Context: an optimization exercise on an open-source flow, tuned for small area and a short achievable clock period. The choices shown serve that exercise and are no tape-out recipe. In this exercise RTL edits were held to simulation tests only and were not proved equivalent to the original. Power is estimated from default activity; no workload was simulated.

rev 12:
==> module memoria_sync, before the edit <==
module memoria_sync #(
   parameter int DATA_W         = 32,
   parameter int ADDR_W         = 10,
   parameter int DEPTH          = 128,
   parameter int RD_LAT         = 2,
   parameter int CLEAR_ON_RESET = 1
) (
   input  logic                clk,
   input  logic                rst_n,
   input  logic                req_valid,
   output logic                req_ready,
   input  logic                req_write,
   input  logic [ADDR_W-1:0]   req_addr,
   input  logic [DATA_W-1:0]   req_wdata,
   input  logic [DATA_W/8-1:0] req_be,
   output logic                rsp_valid,
   output logic [DATA_W-1:0]   rsp_rdata,
   output logic                rsp_err,
   output logic                busy
);
   localparam int BE_W = DATA_W / 8;
   localparam int NR = 19;   
   localparam int R_CNT = 0, R_ACC = 1, R_WE = 2,
                  R_WD = 3,     
                  R_SW = 11;    
   logic [6:0]    clr_cnt;
   logic          ready_d;
   logic [NR-1:0] ready_q;
   assign ready_d = ready_q[R_CNT] || (clr_cnt == 7'd127);
   always_ff @(posedge clk or negedge rst_n) begin
      if (!rst_n) begin
         clr_cnt <= '0;
      end else if (!ready_q[R_CNT]) begin
         clr_cnt <= clr_cnt + 1'b1;
      end
   end
   for (genvar k = 0; k < NR; k++) begin : g_ready
      memoria_flag u_ready (
         .clk (clk), .rst_n (rst_n), .d (ready_d), .q (ready_q[k])
      );
   end
   always_ff @(posedge clk) begin
      req_ready <= rst_n && ready_d;
      busy      <= !(rst_n && ready_d);
   end
   logic             accept;
   logic             in_range;
   logic             rd_req;
   logic [BE_W-1:0]  we;       
   logic [DATA_W-1:0] wd;      
   assign accept   = req_valid && ready_q[R_ACC];
   assign in_range = (req_addr[ADDR_W-1:7] == '0);
   assign rd_req   = accept && !req_write && in_range;
   always_comb begin
      for (int b = 0; b < BE_W; b++) begin
         we[b] = !ready_q[R_WE] || (accept && req_write && in_range && req_be[b]);
      end
      for (int i = 0; i < DATA_W; i++) begin
         wd[i] = ready_q[R_WD + i / 4] && req_wdata[i];
      end
   end
   logic [15:0]      pa_n;    
   logic [7:0]       pb_n;    
   logic [DEPTH-1:0] sel_r, sel_w;
   always_comb begin
      for (int i = 0; i < 16; i++) begin
         pa_n[i] = (req_addr[3:0] != 4'(i));
      end
      for (int i = 0; i < 8; i++) begin
         pb_n[i] = (req_addr[6:4] != 3'(i));
      end
   end
   logic [DEPTH-1:0][BE_W-1:0] en;
   for (genvar w = 0; w < DEPTH; w++) begin : g_sel
      memoria_sel_gate u_sel_r (
         .a_n (pa_n[w % 16]), .b_n (pb_n[w / 16]),
         .y   (sel_r[w])
      );
      memoria_selw_gate u_sel_w (
         .a_n (pa_n[w % 16]), .b_n (pb_n[w / 16]), .ready (ready_q[R_SW + w / 16]),
         .y   (sel_w[w])
      );
      for (genvar b = 0; b < BE_W; b++) begin : g_en
         memoria_we_gate u_en (
            .sel (sel_w[w]), .we (we[b]),
            .en    (en[w][b])
         );
      end
   end
   logic [DEPTH-1:0][DATA_W-1:0] mem;
   logic [DATA_W-1:0][DEPTH-1:0] mem_t;    
   for (genvar w = 0; w < DEPTH; w++) begin : g_word
      for (genvar b = 0; b < BE_W; b++) begin : g_lane
         always_ff @(posedge clk) begin
            if (en[w][b]) begin
               mem[w][8*b +: 8] <= wd[8*b +: 8];
            end
         end
      end
      for (genvar i = 0; i < DATA_W; i++) begin : g_bit
         assign mem_t[i][w] = mem[w][i];
      end
   end
   logic [DATA_W-1:0][3:0] qtr_n, qtr1_n;
   for (genvar i = 0; i < DATA_W; i++) begin : g_rd
      memoria_rd_bit #(
         .DEPTH (DEPTH)
      ) u_rd_bit (
         .sel (sel_r),
         .d   (mem_t[i]),
         .q_n (qtr_n[i])
      );
   end
   logic              acc1;
   logic              err1;
   logic              rd1;
   logic [DATA_W-1:0] rd_word;
   always_ff @(posedge clk or negedge rst_n) begin
      if (!rst_n) begin
         acc1 <= 1'b0;
         err1 <= 1'b0;
         rd1  <= 1'b0;
      end else begin
         acc1 <= accept;
         err1 <= accept && !in_range;
         rd1  <= rd_req;
      end
   end
   always_ff @(posedge clk) begin
      qtr1_n <= qtr_n;
   end
   for (genvar i = 0; i < DATA_W; i++) begin : g_rd_out
      memoria_rd_out u_out (.a_n(qtr1_n[i]), .rd_n(!(rd1 && rst_n)), .y(rd_word[i]));
   end
   memoria_rsp_pipe #(
      .DATA_W (DATA_W)
   ) u_rsp_pipe (
      .clk       (clk),
      .in_valid  (acc1 && rst_n),
      .in_err    (err1 && rst_n),
      .in_rdata  (rd_word),
      .out_valid (rsp_valid),
      .out_err   (rsp_err),
      .out_rdata (rsp_rdata)
   );
endmodule
clock: 4.5 ns
lec_check: 0
cap_margin: 20
core_margin: 2
core_utilization: 60
cts_cluster_diameter: 60
cts_cluster_size: 25
setup_slack_margin: 2.35
slew_margin: 20
synth_hierarchical: 1
synth_minimum_keep_size: 0
tns_end_percent: 5
standard.sh (not shown) runs the stock make flow with config.mk's settings and CLKGATE_MAP_FILE= SYNTH_SCRIPT=/design/flow/synth_recipe.tcl, a recipe that flattens the netlist after the stock synthesis.
==> flow/flow/run.sh <==
#!/bin/bash
# The standard layout (the standard.sh, unchanged synthesis, floorplan,
# power grid, placement, CTS and routing), except that the buffers put on the
# input and output ports are buf_4 cells instead of the delay-buffer cell
# buffer_ports picks by default. make's full output goes to flow_make.log.
set -euo pipefail
bash standard.sh "BUFFER_PORTS_ARGS=-buffer_cell sky130_fd_sc_hd__buf_4" finish > flow_make.log 2>&1
#### Input delta (rev 13 over rev 12)
==> flow/design.v, changed modules only <==
module memoria_we_lane (
   input  logic wr, ready,
   output logic we
);
   assign we = wr | ~ready;
endmodule
module memoria_sync #(
   parameter int DATA_W         = 32,
   parameter int ADDR_W         = 10,
   parameter int DEPTH          = 128,
   parameter int RD_LAT         = 2,
   parameter int CLEAR_ON_RESET = 1
) (
   input  logic                clk,
   input  logic                rst_n,
   input  logic                req_valid,
   output logic                req_ready,
   input  logic                req_write,
   input  logic [ADDR_W-1:0]   req_addr,
   input  logic [DATA_W-1:0]   req_wdata,
   input  logic [DATA_W/8-1:0] req_be,
   output logic                rsp_valid,
   output logic [DATA_W-1:0]   rsp_rdata,
   output logic                rsp_err,
   output logic                busy
);
   localparam int BE_W = DATA_W / 8;
   localparam int NR = 18;   
   localparam int R_CNT = 0, R_ACC = 1,
                  R_WD = 2,     
                  R_SW = 10;    
   logic [6:0]    clr_cnt;
   logic          ready_d;
   logic [NR-1:0] ready_q;
   assign ready_d = ready_q[R_CNT] || (clr_cnt == 7'd127);
   always_ff @(posedge clk or negedge rst_n) begin
      if (!rst_n) begin
         clr_cnt <= '0;
      end else if (!ready_q[R_CNT]) begin
         clr_cnt <= clr_cnt + 1'b1;
      end
   end
   for (genvar k = 0; k < NR; k++) begin : g_ready
      memoria_flag u_ready (
         .clk (clk), .rst_n (rst_n), .d (ready_d), .q (ready_q[k])
      );
   end
   always_ff @(posedge clk) begin
      req_ready <= rst_n && ready_d;
      busy      <= !(rst_n && ready_d);
   end
   logic             accept;
   logic             in_range;
   logic             rd_req;
   logic [BE_W-1:0]  wr_be;    
   logic [DATA_W-1:0] wd;      
   assign accept   = req_valid && ready_q[R_ACC];
   assign in_range = (req_addr[ADDR_W-1:7] == '0);
   assign rd_req   = accept && !req_write && in_range;
   always_comb begin
      for (int b = 0; b < BE_W; b++) begin
         wr_be[b] = accept && req_write && in_range && req_be[b];
      end
      for (int i = 0; i < DATA_W; i++) begin
         wd[i] = ready_q[R_WD + i / 4] && req_wdata[i];
      end
   end
   logic [15:0]      pa_n;    
   logic [7:0]       pb_n;    
   logic [DEPTH-1:0] sel_r, sel_w;
   always_comb begin
      for (int i = 0; i < 16; i++) begin
         pa_n[i] = (req_addr[3:0] != 4'(i));
      end
      for (int i = 0; i < 8; i++) begin
         pb_n[i] = (req_addr[6:4] != 3'(i));
      end
   end
   logic [DEPTH-1:0][BE_W-1:0] en;
   logic [7:0][BE_W-1:0]       we;    
   for (genvar g = 0; g < 8; g++) begin : g_we
      for (genvar b = 0; b < BE_W; b++) begin : g_lane
         memoria_we_lane u_we (
            .wr (wr_be[b]), .ready (ready_q[R_SW + g]), .we (we[g][b])
         );
      end
   end
   for (genvar w = 0; w < DEPTH; w++) begin : g_sel
      memoria_sel_gate u_sel_r (
         .a_n (pa_n[w % 16]), .b_n (pb_n[w / 16]),
         .y   (sel_r[w])
      );
      memoria_selw_gate u_sel_w (
         .a_n (pa_n[w % 16]), .b_n (pb_n[w / 16]), .ready (ready_q[R_SW + w / 16]),
         .y   (sel_w[w])
      );
      for (genvar b = 0; b < BE_W; b++) begin : g_en
         memoria_we_gate u_en (
            .sel (sel_w[w]), .we (we[w / 16][b]),
            .en    (en[w][b])
         );
      end
   end
   logic [DEPTH-1:0][DATA_W-1:0] mem;
   logic [DATA_W-1:0][DEPTH-1:0] mem_t;    
   for (genvar w = 0; w < DEPTH; w++) begin : g_word
      for (genvar b = 0; b < BE_W; b++) begin : g_lane
         always_ff @(posedge clk) begin
            if (en[w][b]) begin
               mem[w][8*b +: 8] <= wd[8*b +: 8];
            end
         end
      end
      for (genvar i = 0; i < DATA_W; i++) begin : g_bit
         assign mem_t[i][w] = mem[w][i];
      end
   end
   logic [DATA_W-1:0][3:0] qtr_n, qtr1_n;
   for (genvar i = 0; i < DATA_W; i++) begin : g_rd
      memoria_rd_bit #(
         .DEPTH (DEPTH)
      ) u_rd_bit (
         .sel (sel_r),
         .d   (mem_t[i]),
         .q_n (qtr_n[i])
      );
   end
   logic              acc1;
   logic              err1;
   logic              rd1;
   logic [DATA_W-1:0] rd_word;
   always_ff @(posedge clk or negedge rst_n) begin
      if (!rst_n) begin
         acc1 <= 1'b0;
         err1 <= 1'b0;
         rd1  <= 1'b0;
      end else begin
         acc1 <= accept;
         err1 <= accept && !in_range;
         rd1  <= rd_req;
      end
   end
   always_ff @(posedge clk) begin
      qtr1_n <= qtr_n;
   end
   for (genvar i = 0; i < DATA_W; i++) begin : g_rd_out
      memoria_rd_out u_out (.a_n(qtr1_n[i]), .rd_n(!(rd1 && rst_n)), .y(rd_word[i]));
   end
   memoria_rsp_pipe #(
      .DATA_W (DATA_W)
   ) u_rsp_pipe (
      .clk       (clk),
      .in_valid  (acc1 && rst_n),
      .in_err    (err1 && rst_n),
      .in_rdata  (rd_word),
      .out_valid (rsp_valid),
      .out_err   (rsp_err),
      .out_rdata (rsp_rdata)
   );
endmodule
Results
- Side by side, clock-buffer cell count turned out lower in rev 13 than in rev 12.
- Rev 13 has final cell count above what rev 12 had.
- A worst min-delay path class of input port to asynchronous set/reset pin is what rev 12 shows, while input port to flop belongs to rev 13.
- Comparing rev 13 and rev 12, non-clock buffer count is lower on rev 13.
- Reported for rev 13 and rev 12, reported max-cap violation count turned out identical to the last digit.
- Total power consumption of the routed design in rev 13 is about 1.2% higher than in rev 12
- rsp_rdata[19] as the endpoint of the worst setup timing path was reported by rev 12, and rsp_rdata[27] by rev 13.
- Relative to rev 12, initial antenna violation count has decreased by 5 in rev 13.
- Relative to rev 12, met1 track utilization from global routing has gone down in rev 13.
- Lower sequential share of layout area goes to rev 13 over rev 12.
- Area overhead of the layout relative to synthesis sits higher in rev 13 than in rev 12.

## port drivers added, routing unchanged
No port has a modelled driver above. Below, the same layouts with a new extraction and two added sets of constraints.
Step 1: set_driving_cell puts a clkbuf_16 on clk and a buf_2 on each other input, an assumption about the parent block.
Step 2 adds t to the input delays and takes it off the output delays; t is the mean of the earliest and latest rising clock arrival at the registers after step 1. Input paths then give back, and output paths get back, about the clock's delay inside the block.
Slacks: no drivers / after step 1 / after step 2; pairs: no drivers / after step 1.
| run | t, ns | setup WS [ns] | hold slack, ns | worst slew at a driven data input, ns | cell pins on the clock port's net |
|---|---|---|---|---|---|
| rev 12 | 1.014 | 2.110 / 2.010 / 1.066 | 0.055 / -0.008 / 0.456 | 0.17 | 1 |
| rev 13 | 1.002 | 2.157 / 2.056 / 1.119 | 0.145 / 0.080 / 0.460 | 0.22 | 1 |
After both steps every run listed still meets setup and hold. For rev 12, which loses most, drivers alone change the setup slack by -0.100 ns; drivers and shift together by -1.044 ns.
